Source: an optimization exercise on an open RTL-to-GDS flow (aim: small area). Production flows keep margins and buffers that such runs may drop.
Function was checked by simulation only, so behaviour that the tests miss may differ from the original.

==> run a: inputs <==
## aes_key_expander
module aes_key_expander #(
    parameter int unsigned NK_MAX = 8
) (
    input  logic                 clk,
    input  logic                 rst,
    input  logic                 start,
    input  logic [1:0]           key_len,
    input  logic [32*NK_MAX-1:0] key,
    output logic                 busy,
    output logic                 done,
    output logic                 err,
    output logic [3:0]           ready_cnt,
    input  logic                 rd_en,
    input  logic [3:0]           rd_idx,
    input  logic                 rd_inv,
    output logic                 rd_valid,
    output logic                 rd_hit,
    output logic [127:0]         rd_data
);
clock: 30.0 ns
lec_check: 0
cap_margin: 20
core_margin: 2
core_utilization: 55
slew_margin: 20
synth_hierarchical: 1
synth_minimum_keep_size: 0
standard.sh (not shown) runs the stock make flow with config.mk's settings and CLKGATE_MAP_FILE= SYNTH_SCRIPT=/design/flow/synth_recipe.tcl, a recipe that flattens the netlist after the stock synthesis.
==> flow/flow/run.sh <==
#!/bin/bash
# Layout flow: the standard ORFS flow (standard.sh: unchanged synthesis,
# floorplan, power grid, tap cells, placement, CTS and routing), with two
# settings that ORFS reads from the environment:
#  - every input and output port still gets its own buffer, made from the
#    platform's smallest buffer (buf_1) instead of clkdlybuf4s50_1;
#  - the clock tree uses clkbuf_8 and no dummy loads.
# All of make's output goes to flow.log here; ORFS's per-step logs stay under orfs/logs.
set -euo pipefail
export BUFFER_PORTS_ARGS="-buffer_cell sky130_fd_sc_hd__buf_1"
export CTS_ARGS="-sink_clustering_enable -repair_clock_nets -dont_use_dummy_load -buf_list sky130_fd_sc_hd__clkbuf_8"
bash standard.sh > flow.log 2>&1
==> run b (differences from run a) <==
--- a/flow/flow/run.sh
+++ b/flow/flow/run.sh
@@ -6,3 +6,3 @@
 #    platform's smallest buffer (buf_1) instead of clkdlybuf4s50_1;
-#  - the clock tree uses clkbuf_8 and no dummy loads.
+#  - the clock tree uses clkbuf_4 and no dummy loads.
 # All of make's output goes to flow.log here; ORFS's per-step logs stay under orfs/logs.
@@ -10,3 +10,3 @@
 export BUFFER_PORTS_ARGS="-buffer_cell sky130_fd_sc_hd__buf_1"
-export CTS_ARGS="-sink_clustering_enable -repair_clock_nets -dont_use_dummy_load -buf_list sky130_fd_sc_hd__clkbuf_8"
+export CTS_ARGS="-sink_clustering_enable -repair_clock_nets -dont_use_dummy_load -buf_list sky130_fd_sc_hd__clkbuf_4"
 bash standard.sh > flow.log 2>&1
--- a/flow/config.mk
+++ b/flow/config.mk
@@ -9,3 +9,3 @@
 export CORE_MARGIN = 2
-export CORE_UTILIZATION = 55
+export CORE_UTILIZATION = 40
 export SLEW_MARGIN = 20
==> run c (differences from run a) <==
--- a/flow/config.mk
+++ b/flow/config.mk
@@ -9,3 +9,3 @@
 export CORE_MARGIN = 2
-export CORE_UTILIZATION = 55
+export CORE_UTILIZATION = 40
 export SLEW_MARGIN = 20
==> metrics.json <==
{
  "ctsLongestPathBuffers": 3,
  "number_of_antenna_violations_at_the_first_check_in_global_routing": 21,
  "max_clock_freq_mhz": 64.4,
  "hold_ws_ps": 468,
  "max-slew-margin-rel": 0.0910,
  "timing.hold.worst_endpoint": "prev_q[11]$_DFF_P_",
  "area_delta_synth_final_pct": 12.7,
  "layout.nonclk_buf_frac": 0.0426,
  "die-area_um2": 103000,
  "final.signal_buffer_count": 550,
  "tightestPinTransition_ps": 1360,
  "outcome": "complete, no violations",
  "post-route-cell-area_um2": 62000,
  "post-dp-hpwl_um": 160000,
  "wirelength_um": 273000
}
-- figures above: run a

==> metrics.json <==
{
  "outcome": "complete, no violations",
  "max-slew-margin-rel": 0.156,
  "post-route-cell-area_um2": 62900,
  "die-area_um2": 141000,
  "timing.hold.worst_endpoint": "prev_q[27]$_DFF_P_",
  "final.signal_buffer_count": 555,
  "number_of_antenna_violations_at_the_first_check_in_global_routing": 25,
  "layout.nonclk_buf_frac": 0.0423,
  "synth.most_common_cell": "sky130_fd_sc_hd__a22o_1",
  "area_delta_synth_final_pct": 14.2,
  "max_clock_freq_mhz": 70.2,
  "hold_ws_ps": 476,
  "tightestPinTransition_ps": 1260,
  "ctsLongestPathBuffers": 3,
  "wirelength_um": 278000,
  "post-dp-hpwl_um": 167000
}
-- figures above: run c

==> metrics.json <==
{
  "outcome": "complete, no violations",
  "max_clock_freq_mhz": 71.3,
  "ctsLongestPathBuffers": 4,
  "timing.hold.worst_endpoint": "prev_q[25]$_DFF_P_",
  "final.signal_buffer_count": 555,
  "hold_ws_ps": 473,
  "post-dp-hpwl_um": 167000,
  "max-slew-margin-rel": 0.197,
  "die-area_um2": 141000,
  "wirelength_um": 279000,
  "post-route-cell-area_um2": 62700,
  "layout.nonclk_buf_frac": 0.0424
}
-- figures above: run b

-- static timing again, ports no longer ideal --
How much do the figures lean on ideal ports? The routed layouts below were timed once more, with nothing changed but the port constraints. Step 1 assumes that a clkbuf_16 drives the clock port and a buf_2 every other input. Step 2 times the ports against the registers' clock, not the clock port: input delays grow and output delays shrink by t, the midpoint of the rising clock arrivals with the driver on. Slacks: ideal ports / drivers / drivers and shift; pairs: ideal ports / drivers.
run	t (ns)	setup WS [ns]	worst hold slack (ns)	latest minus earliest clock arrival (ns)
run a	0.948	14.461 / 14.516 / 13.568	0.468 / 0.468 / 0.468	0.095 / 0.095
run b	1.355	15.974 / 16.027 / 14.672	0.473 / 0.473 / 0.473	0.136 / 0.137
run c	0.970	15.755 / 15.811 / 14.841	0.476 / 0.476 / 0.476	0.100 / 0.100
After both steps setup and hold are still met in every run listed. For run b, which loses most, drivers alone change the setup slack by +0.053 ns; drivers and shift together by -1.302 ns.
